What follows belongs to an exercise in optimizing a design on an open flow for small area; a production flow would make more cautious choices.
The RTL was checked by simulation tests, not by an equivalence proof against the original design.
Power is estimated from default activity; no workload was simulated.

<file path="flow/flow/run.sh">
#!/bin/bash
# The standard layout (standard.sh: the ORFS flow with its synthesis script), with
# three changes of how the layout is made:
#  - synthesis maps the logic with the area-oriented ABC script flow/abc.script in place
#    of ORFS's delay-oriented abc_speed.script (a copy of ORFS's scripts folder with that
#    one file replaced; flip-flop mapping and everything else unchanged);
#  - every port still gets a buffer, but the smallest one (buf_1) instead of the
#    delay buffer buffer_ports picks by default;
#  - clock tree synthesis uses clkbuf_8 clusters of at most 16 sinks and no dummy loads.
# make's output goes to flow_make.log here; ORFS keeps each step's log under orfs/logs.
set -euo pipefail
W=$(pwd)
rm -rf "$W/scripts_mod"
cp -r "$FLOW_HOME/scripts" "$W/scripts_mod"
cp "$W/flow/abc.script" "$W/scripts_mod/abc_speed.script"
export SCRIPTS_DIR="$W/scripts_mod"
export BUFFER_PORTS_ARGS="-buffer_cell sky130_fd_sc_hd__buf_1"
export CTS_ARGS="-sink_clustering_enable -repair_clock_nets -dont_use_dummy_load -buf_list sky130_fd_sc_hd__clkbuf_8 -sink_clustering_size 16 -sink_clustering_max_diameter 80"
bash standard.sh > flow_make.log 2>&1
</file>
<file path="flow/flow/abc.script">
strash
ifraig
scorr
dc2
&get -n
&deepsyn -T 60
&put
strash
dch -f
amap -F 20 -A 40
</file>
<file path="flow/standard.sh">
#!/bin/bash
# synth_recipe.tcl (not shown) runs the flow's synth.tcl, then flattens the netlist and writes it again
# the make line also repeats each setting of config.mk as NAME=value (left out here)
make -C /OpenROAD-flow-scripts/flow DESIGN_CONFIG=/design/flow/config.mk WORK_HOME=/design/flow/orfs CLKGATE_MAP_FILE= SYNTH_SCRIPT=/design/flow/synth_recipe.tcl "${@:-finish}"
</file>
<file path="flow/config.mk">
export PLATFORM = sky130hd
export DESIGN_NAME = window_sender_with_retx_timer_core
export DESIGN_NICKNAME = window_sender_with_retx_timer_core
export VERILOG_FILES = /design/flow/design.v
export SDC_FILE = /design/flow/constraint.sdc
export NUM_CORES = 4
export LEC_CHECK = 0
export CAP_MARGIN = 20
export CORE_MARGIN = 2
export CORE_UTILIZATION = 65
export SLEW_MARGIN = 20
</file>
<file path="flow/constraint.sdc">
create_clock -name core_clock -period 9.0 [get_ports {clk}]
set_input_delay 1.8000 -clock core_clock [delete_from_list [all_inputs] [get_ports {clk}]]
set_output_delay 1.8000 -clock core_clock [all_outputs]
set_load 0.01 [all_outputs]
</file>
<file path="flow/design.v">
package wsrt_pkg;
  localparam int MAX_WINDOW_DEF = 32;
  localparam int SEQ_W      = 32;
  localparam int SEGB_W     = 14;
  localparam int HDR_W      = 8;
  localparam int WIN_W      = 6;
  localparam int SACK_CNT_W = 6;
  localparam int LEN_W      = 14;
  localparam int KIND_W     = 2;
  localparam int CFG_IDX_W  = 3;
  localparam int CFG_DATA_W = 32;
  localparam int SACKED_W   = SACK_CNT_W + SEGB_W;
  localparam int CNT_W      = 6;
  localparam logic [KIND_W-1:0] KIND_START = 2'd0;
  localparam logic [KIND_W-1:0] KIND_ACK   = 2'd1;
  localparam logic [KIND_W-1:0] KIND_TICK  = 2'd2;
  localparam logic RES_SEG  = 1'b0;
  localparam logic RES_DONE = 1'b1;
  localparam logic [CFG_IDX_W-1:0] CFG_SEGMENT_BYTES = 3'd0;
  localparam logic [CFG_IDX_W-1:0] CFG_HEADER_BYTES  = 3'd1;
  localparam logic [CFG_IDX_W-1:0] CFG_FLOW_BYTES    = 3'd2;
  localparam logic [CFG_IDX_W-1:0] CFG_START_WINDOW  = 3'd3;
  localparam logic [CFG_IDX_W-1:0] CFG_WINDOW_LIMIT  = 3'd4;
  localparam logic [CFG_IDX_W-1:0] CFG_RETX_TICKS    = 3'd5;
  localparam logic [CFG_IDX_W-1:0] CFG_PRIORITY_MODE = 3'd6;
  localparam logic [SEGB_W-1:0] RST_SEGMENT_BYTES = 14'd1460;
  localparam logic [HDR_W-1:0]  RST_HEADER_BYTES  = 8'd40;
  localparam logic [SEQ_W-1:0]  RST_FLOW_BYTES    = 32'd1460;
  localparam logic [WIN_W-1:0]  RST_START_WINDOW  = 6'd1;
  localparam logic [WIN_W-1:0]  RST_WINDOW_LIMIT  = 6'd32;
  localparam logic [SEQ_W-1:0]  RST_RETX_TICKS    = 32'd1000;
  localparam logic [CNT_W-1:0] SEG_CAP = 6'd63;
  localparam logic [LEN_W-1:0] LEN_MAX = 14'h3FFF;
  typedef struct packed {
    logic latch;
    logic clear;
    logic ack_upd;
    logic timeout;
    logic tick_dec;
    logic setup1;
    logic setup2;
    logic gen;
    logic emit_seg;
    logic rearm;
    logic emit_done;
  } cmd_t;
  typedef struct packed {
    logic [KIND_W-1:0] kind;
    logic              flow_done;
    logic              armed;
    logic              left_le1;
    logic              new_ack;
    logic              cond;
    logic              stage_v;
    logic              done_pend;
    logic              out_free;
  } stat_t;
endpackage
module window_sender_with_retx_timer_core #(
  parameter int MAX_WINDOW = wsrt_pkg::MAX_WINDOW_DEF
) (
  input  logic        clk,
  input  logic        rst_n,
  input  logic        in_tvalid,
  output logic        in_tready,
  input  logic [39:0] in_tdata,    
  input  logic [1:0]  in_tuser,    
  output logic        out_tvalid,
  input  logic        out_tready,
  output logic [79:0] out_tdata,   
  output logic [0:0]  out_tuser,   
  output logic        out_tlast,
  input  logic                              cfg_valid,
  output logic                              cfg_ready,
  input  logic [wsrt_pkg::CFG_IDX_W-1:0]    cfg_index,
  input  logic [wsrt_pkg::CFG_DATA_W-1:0]   cfg_data
);
  localparam logic [5:0] MAXW = 6'(MAX_WINDOW);
  localparam logic [3:0] S_INIT  = 4'd0;    
  localparam logic [3:0] S_IDLE  = 4'd1;
  localparam logic [3:0] S_CLR   = 4'd2;    
  localparam logic [3:0] S_ACMP  = 4'd3;    
  localparam logic [3:0] S_AHORN = 4'd4;    
  localparam logic [3:0] S_DEC   = 4'd5;    
  localparam logic [3:0] S_LH    = 4'd6;    
  localparam logic [3:0] S_LHL   = 4'd7;    
  localparam logic [3:0] S_PRIO  = 4'd8;    
  localparam logic [3:0] S_SEG   = 4'd9;    
  localparam logic [3:0] S_PRES  = 4'd10;   
  localparam logic [3:0] S_POST  = 4'd11;   
  localparam logic [3:0] S_ZERO  = 4'd12;   
  localparam logic [3:0] S_PDONE = 4'd13;   
  logic [13:0] seg_r;
  logic [7:0]  hdr_r;
  logic [31:0] flow_r;
  logic [5:0]  sw_r;
  logic [5:0]  wl_r;
  logic [31:0] retx_r;
  logic        pm_r;
  assign cfg_ready = 1'b1;
  always_ff @(posedge clk) begin
    if (!rst_n) begin
      seg_r  <= wsrt_pkg::RST_SEGMENT_BYTES;
      hdr_r  <= wsrt_pkg::RST_HEADER_BYTES;
      flow_r <= wsrt_pkg::RST_FLOW_BYTES;
      sw_r   <= wsrt_pkg::RST_START_WINDOW;
      wl_r   <= wsrt_pkg::RST_WINDOW_LIMIT;
      retx_r <= wsrt_pkg::RST_RETX_TICKS;
      pm_r   <= 1'b0;
    end else if (cfg_valid) begin
      case (cfg_index)
        wsrt_pkg::CFG_SEGMENT_BYTES: seg_r  <= cfg_data[13:0];
        wsrt_pkg::CFG_HEADER_BYTES:  hdr_r  <= cfg_data[7:0];
        wsrt_pkg::CFG_FLOW_BYTES:    flow_r <= cfg_data;
        wsrt_pkg::CFG_START_WINDOW:  sw_r   <= cfg_data[5:0];
        wsrt_pkg::CFG_WINDOW_LIMIT:  wl_r   <= cfg_data[5:0];
        wsrt_pkg::CFG_RETX_TICKS:    retx_r <= cfg_data;
        wsrt_pkg::CFG_PRIORITY_MODE: pm_r   <= cfg_data[0];
        default: ;
      endcase
    end
  end
  logic [4:0]  g;           
  logic [4:0]  p;           
  logic [3:0]  st;
  logic [2:0]  j;           
  logic [31:0] next_r;      
  logic [31:0] old_r;       
  logic [31:0] left_r;      
  logic        l32_r;       
  logic [19:0] sack_r;      
  logic [31:0] prio_r;      
  logic [13:0] len_r;       
  logic [5:0]  cwnd_r;
  logic [5:0]  sent_r;      
  logic        armed_r, done_r;
  logic        gtn_r, new_r, dpend_r, tick_r, over_r, adv_r, armok_r, pos_r, sat_r, last_r;
  logic        ca_r, cb_r, cc_r, cd_r, ce_r, cm_r, dm_r;
  logic        kx_r, ky_r, kz_r;
  wire p0    = (p == 5'd0);
  wire plast = (p == 5'd31);
  wire in_idle = (st == S_IDLE);
  wire is_pass = !(st == S_IDLE || st == S_PRES || st == S_PDONE);
  wire [13:0] mssv  = (seg_r == 14'd0) ? 14'd1 : seg_r;
  wire [15:0] mss16 = {2'b00, mssv};
  wire mss_b  = !p[4] && mss16[p[3:0]];
  wire hdr_b  = (p[4:3] == 2'b00) && hdr_r[p[2:0]];
  wire flow_b = flow_r[p];
  wire retx_b = retx_r[p];
  wire a_b    = in_tdata[p];
  wire s_b    = in_tdata[6'd32 + {3'd0, j}];
  wire next_b = next_r[0];
  wire old_b  = old_r[0];
  wire left_b = left_r[0];
  wire sack_on = (p < 5'd20);
  wire sack_b = sack_on && sack_r[0];
  function automatic logic maj(input logic a, input logic b, input logic c);
    maj = (a & b) | (a & c) | (b & c);
  endfunction
  wire adv_on = ((st == S_SEG) || (st == S_POST)) && adv_r;
  wire am_b   = adv_on && mss_b;
  wire ca_i   = !p0 && ca_r;
  wire n_b    = next_b ^ am_b ^ ca_i;
  wire cb_i   = !p0 && cb_r;
  wire tail_b = flow_b ^ n_b ^ cb_i;
  wire cb_o   = (!flow_b && n_b) || (!(flow_b ^ n_b) && cb_i);
  wire pay_b  = over_r ? tail_b : mss_b;
  wire cc_i   = !p0 && cc_r;
  wire lsum_b = pay_b ^ hdr_b ^ cc_i;
  wire cc_o   = maj(pay_b, hdr_b, cc_i);
  wire cd_i   = !p0 && cd_r;
  wire s1_b   = n_b ^ mss_b ^ cd_i;
  wire cd_o   = maj(n_b, mss_b, cd_i);
  wire ce_i   = !p0 && ce_r;
  wire s2_b   = s1_b ^ mss_b ^ ce_i;
  wire ce_o   = maj(s1_b, mss_b, ce_i);
  wire cu_i   = !p0 && ce_r;
  wire u_b    = old_b ^ sack_b ^ cu_i;
  wire cu_o   = maj(old_b, sack_b, cu_i);
  wire cp_i   = !p0 && cb_r;
  wire pd_b   = flow_b ^ u_b ^ cp_i;
  wire cp_o   = (!flow_b && u_b) || (!(flow_b ^ u_b) && cp_i);
  wire ackm   = (st == S_ACMP) || (st == S_AHORN);
  wire tw_m   = !p0 && (st != S_ACMP) && dm_r;
  wire mm_b   = s_b && mss_b;
  wire cm_i   = !p0 && cm_r;
  wire mac_b  = tw_m ^ mm_b ^ cm_i;
  wire cm_o   = maj(tw_m, mm_b, cm_i);
  wire lhl    = (st == S_LHL);
  wire [2:0] wk = lhl ? 3'd0 : (j + 3'd1);
  wire wbit   = cwnd_r[wk];
  wire tw_n   = !p0 && !((st == S_AHORN || st == S_LH) && j == 3'd4) && cd_r;
  wire wm_b   = wbit && mss_b;
  wire cn_i   = !p0 && ca_r;
  wire wmac_b = tw_n ^ wm_b ^ cn_i;
  wire cn_o   = maj(tw_n, wm_b, cn_i);
  wire cl_i   = !p0 && cc_r;
  wire lim_b  = wmac_b ^ u_b ^ cl_i;
  wire cl_o   = maj(wmac_b, u_b, cl_i);
  wire dbi    = p0 || cm_r;
  wire dec_b  = left_b ^ dbi;
  wire dbo    = dbi && !left_b;
  function automatic logic gt_step(input logic x, input logic y, input logic prev);
    gt_step = (x & ~y) | (~(x ^ y) & prev);
  endfunction
  logic kx_x, kx_y, ky_x, ky_y, kz_x, kz_y;
  always_comb begin
    kx_x = 1'b0; kx_y = 1'b0; ky_x = 1'b0; ky_y = 1'b0; kz_x = 1'b0; kz_y = 1'b0;
    case (st)
      S_ACMP: begin
        kx_x = a_b;    kx_y = next_b;
        ky_x = a_b;    ky_y = old_b;
        kz_x = a_b;    kz_y = flow_b;
      end
      S_DEC: begin
        kx_x = left_b && !p0;
      end
      S_LHL: begin
        kx_x = flow_b; kx_y = u_b;
        ky_x = flow_b; ky_y = old_b;
      end
      S_PRIO: begin
        kx_x = s1_b;   kx_y = left_b;
        ky_x = s1_b;   ky_y = flow_b;
        kz_x = flow_b; kz_y = next_b;
      end
      default: begin   
        kx_x = s2_b;   kx_y = left_b;
        ky_x = flow_b; ky_y = s1_b;
        kz_x = s2_b;   kz_y = flow_b;
      end
    endcase
  end
  wire kx_n = gt_step(kx_x, kx_y, !p0 && kx_r);
  wire ky_n = gt_step(ky_x, ky_y, !p0 && ky_r);
  wire kz_n = (st == S_ACMP) ? ((kz_x ^ kz_y) || (!p0 && kz_r)) : gt_step(kz_x, kz_y, !p0 && kz_r);
  wire le1_f  = !kx_n;                                    
  wire [1:0] s2top = {1'b0, cd_o} + {1'b0, ce_o};
  wire seg_gtl = (s2top > {1'b0, l32_r}) || ((s2top == {1'b0, l32_r}) && kx_n);
  wire seg_cond = (sent_r != 6'd32) && !over_r && !cd_o && ky_n && !seg_gtl;
  wire seg_over = cd_o || ce_o || kz_n;
  wire pr_gtl  = (cd_o && !l32_r) || ((cd_o == l32_r) && kx_n);
  wire pr_cond = kz_n && !pr_gtl;
  wire pr_over = cd_o || ky_n;
  wire [5:0] start_cl = (sw_r > MAXW) ? MAXW : sw_r;
  wire [5:0] lim_cl   = (wl_r > MAXW) ? MAXW : wl_r;
  wire [6:0] cw_inc   = {1'b0, cwnd_r} + 7'd1;
  wire [5:0] cwnd_nxt = (cw_inc > {1'b0, lim_cl}) ? lim_cl : cw_inc[5:0];
  wire armed_fin = armok_r && (tick_r || armed_r || adv_r);
  wire ign = (in_tuser == wsrt_pkg::KIND_ACK)  ? done_r :
             (in_tuser == wsrt_pkg::KIND_TICK) ? !armed_r :
             (in_tuser != wsrt_pkg::KIND_START);
  assign in_tready = (in_idle && (!in_tvalid || ign)) ||
                     (plast && ((st == S_PRIO) ||
                                ((st == S_AHORN) && (j == 3'd0) && !new_r) ||
                                ((st == S_DEC) && !le1_f)));
  assign out_tvalid = (st == S_PRES) || (st == S_PDONE);
  assign out_tuser  = (st == S_PDONE);
  assign out_tlast  = last_r;
  assign out_tdata  = {2'b00, prio_r, len_r, next_r};
  logic next_i, old_i, left_i, sack_i, prio_i, len_i;
  always_comb begin
    next_i = next_b;
    case (st)
      S_INIT, S_CLR, S_ZERO: next_i = 1'b0;
      S_AHORN: if (j == 3'd4) next_i = gtn_r ? a_b : next_b;
      S_LH:    if (j == 3'd4 && tick_r) next_i = old_b;
      S_SEG:   next_i = n_b;
      S_POST:  next_i = (adv_r && over_r) ? flow_b : n_b;
      default: ;
    endcase
    old_i = old_b;
    case (st)
      S_INIT, S_CLR: old_i = 1'b0;
      S_AHORN: if (j == 3'd4) old_i = new_r ? a_b : old_b;
      default: ;
    endcase
    left_i = left_b;
    case (st)
      S_DEC:   left_i = dec_b;
      S_AHORN: left_i = new_r ? wmac_b : left_b;
      S_LH:    left_i = wmac_b;
      S_LHL:   left_i = lim_b;
      S_POST:  left_i = armed_fin ? retx_b : left_b;
      default: ;
    endcase
    sack_i = sack_r[0];
    case (st)
      S_INIT, S_CLR:   sack_i = 1'b0;
      S_ACMP, S_AHORN: sack_i = mac_b;
      default: ;
    endcase
    prio_i = (st == S_PRIO) ? (pm_r ? p0 : (pos_r && pd_b)) : 1'b0;
    len_i  = (st == S_SEG) ? (p[4:1] < 4'd7 ? lsum_b : (len_r[0] | sat_r)) : 1'b0;
  end
  wire len_sh  = ((st == S_SEG) || (st == S_ZERO)) && (p < 5'd28);
  wire prio_sh = (st == S_PRIO) || (st == S_ZERO);
  wire sack_sh = is_pass && sack_on;
  always_ff @(posedge clk) begin
    old_r <= {old_i, old_r[31:1]};
    if (is_pass) begin
      next_r <= {next_i, next_r[31:1]};
      left_r <= {left_i, left_r[31:1]};
    end
    if (sack_sh) sack_r <= {sack_i, sack_r[19:1]};
    if (prio_sh) prio_r <= {prio_i, prio_r[31:1]};
    if (len_sh)  len_r  <= {len_i, len_r[13:1]};
  end
  always_ff @(posedge clk) begin
    ca_r  <= (st == S_SEG || st == S_PRIO || st == S_POST) ? maj(next_b, am_b, ca_i) : cn_o;
    cb_r  <= (st == S_SEG) ? cb_o : cp_o;
    cc_r  <= (st == S_SEG) ? cc_o : cl_o;
    cd_r  <= (st == S_SEG || st == S_PRIO) ? cd_o : left_b;
    ce_r  <= (st == S_SEG) ? ce_o : cu_o;
    cm_r  <= (st == S_DEC) ? dbo : cm_o;
    dm_r  <= sack_b;
    kx_r  <= kx_n;
    ky_r  <= ky_n;
    kz_r  <= kz_n;
    if (st == S_SEG && p == 5'd13) sat_r <= cc_o;
  end
  always_ff @(posedge clk) begin
    if (!rst_n) begin
      g       <= 5'd0;
      p       <= 5'd0;
      st      <= S_INIT;
      cwnd_r  <= 6'd1;
      armed_r <= 1'b0;
      done_r  <= 1'b0;
    end else begin
      g <= g + 5'd1;
      if (is_pass) p <= p + 5'd1;
      case (st)
        S_INIT: if (plast) st <= S_IDLE;
        S_IDLE: begin
          if (in_tvalid && !ign && g == 5'd31) begin
            dpend_r <= 1'b0;
            tick_r  <= 1'b0;
            adv_r   <= 1'b0;
            j       <= 3'd5;
            case (in_tuser)
              wsrt_pkg::KIND_START: st <= S_CLR;
              wsrt_pkg::KIND_ACK:   st <= S_ACMP;
              default:              st <= S_DEC;
            endcase
          end
        end
        S_CLR: if (plast) begin
          cwnd_r  <= start_cl;
          armed_r <= 1'b0;
          done_r  <= 1'b0;
          j       <= 3'd4;
          st      <= S_LH;
        end
        S_ACMP: if (plast) begin
          gtn_r   <= kx_n;
          new_r   <= ky_n;
          dpend_r <= !kz_n;
          if (ky_n) cwnd_r <= cwnd_nxt;
          j       <= 3'd4;
          st      <= S_AHORN;
        end
        S_AHORN: if (plast) begin
          if (j == 3'd0) begin
            if (new_r) st <= S_LHL;
            else       st <= dpend_r ? S_ZERO : S_IDLE;
          end else begin
            j <= j - 3'd1;
          end
        end
        S_DEC: if (plast) begin
          if (le1_f) begin
            armed_r <= 1'b0;
            cwnd_r  <= 6'd1;
            tick_r  <= 1'b1;
            j       <= 3'd4;
            st      <= S_LH;
          end else begin
            st      <= S_IDLE;
          end
        end
        S_LH: if (plast) begin
          if (j == 3'd0) st <= S_LHL;
          else           j  <= j - 3'd1;
        end
        S_LHL: if (plast) begin
          l32_r   <= cu_o || cl_o;
          pos_r   <= !cu_o && kx_n;
          armok_r <= ky_n;
          st      <= S_PRIO;
        end
        S_PRIO: if (plast) begin
          sent_r <= 6'd1;
          over_r <= pr_over;
          if (pr_cond) begin
            st <= S_SEG;
          end else if (armed_fin) begin
            st <= S_POST;
          end else begin
            armed_r <= 1'b0;
            st      <= dpend_r ? S_ZERO : S_IDLE;
          end
        end
        S_SEG: if (plast) begin
          if (seg_cond) over_r <= seg_over;
          last_r <= !seg_cond && !dpend_r;
          sent_r <= {sent_r[4:0], sent_r[5] ^ sent_r[4]};
          adv_r  <= 1'b1;
          st     <= S_PRES;
        end
        S_PRES: if (out_tready) st <= last_r ? S_POST : S_SEG;   
        S_POST: if (plast) begin
          armed_r <= armed_fin;
          st      <= dpend_r ? S_ZERO : S_IDLE;
        end
        S_ZERO: if (plast) begin
          last_r <= 1'b1;
          st     <= S_PDONE;
        end
        S_PDONE: if (out_tready) begin
          done_r <= 1'b1;
          st     <= S_IDLE;
        end
        default: st <= S_IDLE;
      endcase
    end
  end
endmodule
</file>
==> impl_metrics.yaml, run 1 <==
min_path:
  hold_class: "reg -> reg"
  hold_start: "old_r[19]"
detailed_routing:
  via_per_inst: 6.26
  routed-via-count: 9245
  drtIter0Drc: 932
  drt_pass1_iterations: 8
  routedWlPerCell_um: 20.1
  wl_um: 29700
  drc: 0
  ant_nets: 0
logic_synthesis:
  ys.flop_type: "dfxtp_1"
  synth_common_cells: "169 x clkinv_1, 163 x dfxtp_1, 150 x edfxtp_1"
  synth.yosys.seq_area_share: 0.650
  yosys-top-cells-area: "edfxtp_1 38%, dfxtp_1 27%, clkinv_1 5.3%, o22ai_1 3.8%, nor2_1 3.0%"
  ys_warn_count: 1
  synth_top_area_cell: "edfxtp_1"
  ys_ff_latch: 313
  avgSynthCellArea_um2: 11.4
  syn_inst: 1049
  yosys.cell_types.count: 43
  synth_edf_count: 150
  yosysTopAreaCellShare: 0.377
  syn_area_um2: 12000
  async_reset_ff_frac: 0
  synthMostInstantiatedCell: "clkinv_1"
global_route:
  grt.total_usage: 0.303
  grt_pass1_wl_um: 47100
  grt_pass1_vias: 8775
  grt_overflow: 0
  antenna_found_initial: 0
  grt_start_max_net_pins: 67
worst_setup_path:
  worstPathArrival_ns: 6.71
  path_class: "reg -> out"
  r2r_start: "p[2]"
  crit_fanout: 17
  end_kind: "output port"
  critical_path_required_ns: 7.20
  crit_path_start_kind: "flop"
  critPathLaunch: "p[2]"
placement:
  place_area_um2: 13000
  hpwl_um: 21200
  place_inst: 1455
  place_ws_ns: 1.12
  io_buffers: 163
  gp_congestion: 0.944
floorplanning:
  dieArea_um2: 19500
  dieWidth_um: 140
  core_region_area_um2: 18000
  initial_utilization: 0.663
  io_pins: 167
  fp.dieH_um: 140
  row_count: 49
power:
  p_comb_frac: 0.067
  powerDensity_nw_per_um2: 173
  total_power_mw: 2.30
  p_int_mw: 1.78
  pwr-share-clk: 0.278
  p_leak_nw: 4.68
  switching_share: 0.228
  peakVddDrop_v: 0.000201
  seqPwrFrac: 0.655
  power.switching_mw: 0.526
cells_and_area:
  design_area_um2: 13300
  layout-drive-gt1-share: 0.0352
  final_cell_count_no_fill: 1478
  finish.utilization: 0.737
  area_delta_synth_final_pct: 11.2
  diodes: 0
  fin_nets: 1368
run:
  drv_cap: 0
sta:
  whs_ns: 0.333
  slew_headroom: 0.362
  fin_worst_skew_ns: 0.0303
  hold_viol_final: 0
  setup_viol: 0
  period_needed_ns: 8.51
  setup_tns_ns: 0
  fmaxAchievable_mhz: 118
  slew_violations: 0
  period_share: 0.946
  setup_ws_ns: 0.489
  worstMarginPinSlew_ns: 0.955
  grt_setup_unrepaired: "false"
clock_network:
  cts_sinks: 313
  cts_buffers: 23
  root_buffer: "clkbuf_8"
  post_cts_buffers: 0
  cts_resized: 0
  clk_latency_ns: 0.57
  clockBufferDepth: 3
  hold_buffers: 0
  cts_tree: "built"
  clkTransAtPathRegs_ns: 0.10
  h-tree-depth: 1
run_status:
  status: "no timing/DRC/antenna violations"
==> final timing paths <==
path | cells past startpoint | end | slack (ns)
setup / recovery | 25 | in_tready | 0.49
hold / removal | 0 | old_r[18] | 0.33
setup reg to reg | 27 | cwnd_r[0] | 2.16
hold reg to reg | 0 | old_r[18] | 0.33
==> flip-flops by register name (all words and copies together) (netlist names), 8 cells and up <==
signal and cells:
flow_r 32, hdr_r 8, left_r 32, len_r 14, next_r 32, old_r 32, prio_r 32, retx_r 32
sack_r 20, seg_r 14
==> kinds of logic (layout without fill, tap and decap cells) <==
logic type,count (synthesis),count (layout),share of synthesized area
DFF,313,313,0.650
AOI/OAI and AO/OA,296,296,0.167
and+or+nand+nor,230,230,0.0848
buffers and inverters,173,372,0.0556
adders and majority gates,35,35,0.0429
other,2,3,0.000628
==> power groups by stage <==
stage,registers [mW],logic (mW),clock network [mW]
after floorplan,1.54,0.0940,0
after global placement,1.54,0.148,0
after detailed placement,1.54,0.152,0
after CTS,1.51,0.152,0.655
after global routing,1.51,0.171,0.694
final,1.51,0.155,0.641
==> critical path: stages (launching register included) <==
cell       delay (ns)
dfxtp_1          0.44
clkinv_1         0.23
nor2_1           0.64
clkinv_1         0.66
nor2_1           0.24
nor2_1           0.07
a21oi_1          0.14
a21oi_1          0.05
nand2_1          0.08
a221oi_1         0.09
buf_4            0.20
nand3_1          0.10
fa_1             0.44
clkinv_1         0.11
fa_1             0.48
fa_1             0.47
nand3_1          0.12
o2111ai_1        0.13
ha_1             0.33
a31oi_1          0.25
clkinv_1         0.25
nor2_1           0.22
nor2_1           0.07
nor2_1           0.10
o32ai_1          0.08
buf_1            0.13
==> layout by cell type, fill, tap and decap left out, types with 25 or more instances in the layout <==
cell	netlist	routed
nand3_1	35	35
a21oi_1	56	56
dfxtp_1	163	163
nor3_1	34	32
nor2_1	97	96
buf_1	0	162
o22ai_1	72	72
ha_1	25	25
o21ai_0	55	55
edfxtp_1	150	150
clkinv_1	169	169
nand2_1	40	40
==> layout make-up <==
class,count,area (um2)
flip-flops and latches,313,7770
fillers,1292,4730
multi-input cells,564,3550
repair buffers,180,741
inverters,169,634
clock buffers,23,317
well taps,229,287
==> per-layer routing <==
layer  global-route usage  up-vias  routed length (um)
li1                     -     4258                   -
met4               0.0974        0                 917
met3               0.0382       68                2780
met5                    0        -                   0
met2                0.500      567               14000
met1                0.425     4352               12000
==> inputs of run 2 (changes only) <==
--- a/flow/design.v
+++ b/flow/design.v
@@ -132,7 +132,7 @@
   logic [31:0] prio_r;      
   logic [13:0] len_r;       
   logic [5:0]  cwnd_r;
-  logic [5:0]  sent_r;      
+  logic [5:0]  sent_r;
   logic        armed_r, done_r;
   logic        gtn_r, new_r, dpend_r, tick_r, over_r, adv_r, armok_r, pos_r, sat_r, last_r;
   logic        ca_r, cb_r, cc_r, cd_r, ce_r, cm_r, dm_r;
@@ -237,7 +237,7 @@
   wire le1_f  = !kx_n;                                    
   wire [1:0] s2top = {1'b0, cd_o} + {1'b0, ce_o};
   wire seg_gtl = (s2top > {1'b0, l32_r}) || ((s2top == {1'b0, l32_r}) && kx_n);
-  wire seg_cond = (sent_r != 6'd32) && !over_r && !cd_o && ky_n && !seg_gtl;
+  wire seg_cond = (sent_r != 6'd62) && !over_r && !cd_o && ky_n && !seg_gtl;
   wire seg_over = cd_o || ce_o || kz_n;
   wire pr_gtl  = (cd_o && !l32_r) || ((cd_o == l32_r) && kx_n);
   wire pr_cond = kz_n && !pr_gtl;
@@ -390,7 +390,7 @@
           st      <= S_PRIO;
         end
         S_PRIO: if (plast) begin
-          sent_r <= 6'd1;
+          sent_r <= 6'd0;
           over_r <= pr_over;
           if (pr_cond) begin
             st <= S_SEG;
@@ -404,7 +404,7 @@
         S_SEG: if (plast) begin
           if (seg_cond) over_r <= seg_over;
           last_r <= !seg_cond && !dpend_r;
-          sent_r <= {sent_r[4:0], sent_r[5] ^ sent_r[4]};
+          sent_r <= sent_r + 6'd1;
           adv_r  <= 1'b1;
           st     <= S_PRES;
         end
--- a/flow/flow/run.sh
+++ b/flow/flow/run.sh
@@ -6,7 +6,7 @@
 #    one file replaced; flip-flop mapping and everything else unchanged);
 #  - every port still gets a buffer, but the smallest one (buf_1) instead of the
 #    delay buffer buffer_ports picks by default;
-#  - clock tree synthesis uses clkbuf_8 clusters of at most 16 sinks and no dummy loads.
+#  - clock tree synthesis uses clkbuf_8 clusters of at most 20 sinks and no dummy loads.
 # make's output goes to flow_make.log here; ORFS keeps each step's log under orfs/logs.
 set -euo pipefail
 W=$(pwd)
@@ -15,5 +15,5 @@
 cp "$W/flow/abc.script" "$W/scripts_mod/abc_speed.script"
 export SCRIPTS_DIR="$W/scripts_mod"
 export BUFFER_PORTS_ARGS="-buffer_cell sky130_fd_sc_hd__buf_1"
-export CTS_ARGS="-sink_clustering_enable -repair_clock_nets -dont_use_dummy_load -buf_list sky130_fd_sc_hd__clkbuf_8 -sink_clustering_size 16 -sink_clustering_max_diameter 80"
+export CTS_ARGS="-sink_clustering_enable -repair_clock_nets -dont_use_dummy_load -buf_list sky130_fd_sc_hd__clkbuf_8 -sink_clustering_size 20 -sink_clustering_max_diameter 90"
 bash standard.sh > flow_make.log 2>&1
--- a/flow/config.mk
+++ b/flow/config.mk
@@ -7,5 +7,6 @@
 export LEC_CHECK = 0
 export CAP_MARGIN = 20
 export CORE_MARGIN = 2
-export CORE_UTILIZATION = 65
+export CORE_UTILIZATION = 55
+export GPL_TIMING_DRIVEN = 0
 export SLEW_MARGIN = 20
==> run 2 against run 1 <==
Against the previous run: still clean; non-clock buffer count fell by 3; register-to-register slack worse by 0.64 ns; count of clock-buffer cells in the layout fell by 4; clock skew up 0.011 ns; wire length down 2.6%; worst setup slack better by 0.012 ns; die area increased by 18%; synthesized area up 0.30%; via count is 3.3% lower; critical endpoint unchanged.
==> impl_metrics.yaml, run 2 <==
worst_setup_path:
  path_class: "reg -> out"
  critical_path_required_ns: 7.20
  worstPathArrival_ns: 6.70
  r2r_cells: 26
  crit_path_start_kind: "flop"
  r2r_end: "st[0]"
  regToRegSetupSlack_ns: 1.52
  r2r_start: "p[0]"
  end_kind: "output port"
  crit_fanout: 19
logic_synthesis:
  avgSynthCellArea_um2: 11.6
  ys_ff_latch: 313
  ys.flop_type: "dfxtp_1"
  yosys-top-cells-area: "edfxtp_1 38%, dfxtp_1 27%, clkinv_1 3.7%, nor2_1 3.7%, a32o_1 3.2%"
  yosysTopAreaCellShare: 0.376
  yosys.cell_types.count: 48
  syn_area_um2: 12000
  syn_inst: 1030
  synthMostInstantiatedCell: "dfxtp_1"
  async_reset_ff_frac: 0
  synth_edf_count: 150
  ys_warn_count: 1
  synth.yosys.seq_area_share: 0.648
  synth_common_cells: "163 x dfxtp_1, 150 x edfxtp_1, 119 x clkinv_1"
  synth_top_area_cell: "edfxtp_1"
global_route:
  grt_overflow: 0
  grt_pass1_wl_um: 44400
  grt_start_max_net_pins: 38
  antenna_found_initial: 0
  grt.total_usage: 0.249
  grt_pass1_vias: 8318
cells_and_area:
  diodes: 0
  fillers: 1794
  finish.utilization: 0.622
  design_area_um2: 13500
  layout-drive-gt1-share: 0.0384
  area_delta_synth_final_pct: 12.2
  fin_nets: 1343
  layout_commonest_cell: "dfxtp_1"
  layout_common_cells: "163 x dfxtp_1, 162 x buf_1, 150 x edfxtp_1"
power:
  powerDensity_nw_per_um2: 275
  total_power_mw: 3.69
  peakVddDrop_v: 0.000186
  p_leak_nw: 4.57
detailed_routing:
  ant_nets: 0
  drt_pass1_iterations: 5
  via_per_inst: 5.95
  routedWlPerCell_um: 19.2
  drc: 0
  drtIter0Drc: 664
  routed-via-count: 8941
  wl_um: 28900
min_path:
  holdPathEnd: "old_r[1]"
  hold_class: "reg -> reg"
  min_path_cells: 0
  hold_start: "old_r[2]"
placement:
  io_buffers: 163
  place_ws_ns: -0.179
  hpwl_um: 20600
  gp_congestion: 0.934
  place_area_um2: 13200
clock_network:
  hold_buffers: 0
  clkTransAtPathRegs_ns: 0.12
  clockBufferDepth: 3
  cts_sinks: 313
  post_cts_buffers: 0
  clk_latency_ns: 0.56
  cts_tree: "built"
  h-tree-depth: 1
  root_buffer: "clkbuf_8"
  cts_buffers: 19
sta:
  worstMarginPinSlew_ns: 1.12
  setup_viol: 0
  slew_headroom: 0.240
  setup_tns_ns: 0
  setup_ws_ns: 0.501
  fin_worst_skew_ns: 0.0416
  fmaxAchievable_mhz: 118
  period_needed_ns: 8.50
  hold_viol_final: 0
  slew_violations: 0
  period_share: 0.944
floorplanning:
  row_count: 54
  dieArea_um2: 23000
  initial_utilization: 0.555
  fp.dieH_um: 152
  core_region_area_um2: 21600
  io_pins: 167
  dieWidth_um: 152
run_status:
  status: "no timing/DRC/antenna violations"
run:
  drv_cap: 0
==> run 2: cells by family after synthesis <==
| group | after synthesis | share of synthesized area |
|---|---|---|
| compound gates | 303 | 0.176 |
| flops | 313 | 0.648 |
| fa+ha+maj | 36 | 0.0438 |
| simple gates | 253 | 0.0926 |
| buf+inv | 123 | 0.0397 |
| other cells | 2 | 0.000626 |
==> run 2: repair_timing <==
action,CTS,global route
gates resized for setup,4,5
pin swaps,0,0
endpoints found under the setup margin,1,1
==> run 2: worst max-delay path by stage <==
stage / startpoint / to / cells past startpoint
after floorplan: p[0] / in_tready / 19
after global placement: rst_n / retx_r[15] / 6
after detailed placement: p[0] / in_tready / 20
after CTS: p[2] / in_tready / 19
after global routing: p[0] / in_tready / 20
final: p[0] / in_tready / 20
==> run 2: power breakdown <==
part           switching (mW)  total, mW  internal [mW]
Sequential              0.131       2.01           1.88
Clock                   0.398      0.590          0.192
Combinational           0.726       1.09          0.368
Total                    1.25       3.69           2.44
==> run 2: metal layers <==
metal  share of wire  track usage  up-vias  wire length, um
met5               0            0        -                0
met4           0.022       0.0676        0              631
met3           0.074       0.0377       59             2130
met2            0.45        0.393      350            13000
met1            0.45        0.360     4258            13100
li1                -            -     4274                -
==> run 2: final cells by class <==
cell class	instances	area (um2)	share of cell area
buffer	4	30.0	0.00223
multi-input combinational	595	3810	0.283
sequential	313	7770	0.577
timing repair buffer	173	785	0.0583
clock buffer	19	262	0.0194
tap	280	350	0.0260
inverter	119	449	0.0334
==> run 2: per-stage QoR <==
| stage | cells | hold slack (ns) |
|---|---|---|
| global placement | 1474 | 0.311 |
| global route | 1503 | 0.343 |
| finish | 1503 | 0.334 |
| detailed placement | 1484 | 0.312 |
| floorplan | 1031 | 0.310 |
| CTS | 1503 | 0.335 |
==> run 2: critical path: stages, from the launching register on <==
cell      delay, ns
dfxtp_1        0.48
clkinv_1       0.25
nor2_4         0.35
clkinv_2       0.38
o211ai_1       0.27
nand2_1        0.11
o22ai_4        0.41
nand3_1        0.17
fa_1           0.58
clkinv_1       0.13
fa_1           0.62
fa_1           0.45
nand3_1        0.11
o311a_1        0.16
o21ai_0        0.08
ha_1           0.30
a31oi_1        0.30
clkinv_1       0.37
o21ai_0        0.33
o22ai_1        0.13
buf_1          0.15

[separate check: timing with driven ports]
No port has a modelled driver above. Below, the same layouts with a new extraction and two added sets of constraints. Step 1 assumes that a clkbuf_16 drives the clock port and a buf_2 every other input. Step 2 also shifts input and output timing later by t, the mid clock arrival at the registers, as if the neighbouring blocks saw the same clock. Slacks: no drivers / after step 1 / after step 2; pairs: no drivers / after step 1.
run | shift t [ns] | slack for setup (ns) | clock arrival spread, ns | slew at the worst register clock pin (ns) | pins driven straight from the clock port
run 1 | 0.591 | 0.489 / 0.452 / 1.043 | 0.034 / 0.033 | 0.10 / 0.10 | 1
run 2 | 0.578 | 0.501 / 0.459 / 1.036 | 0.043 / 0.043 | 0.12 / 0.12 | 1
After both steps setup and hold are still met in every run listed.
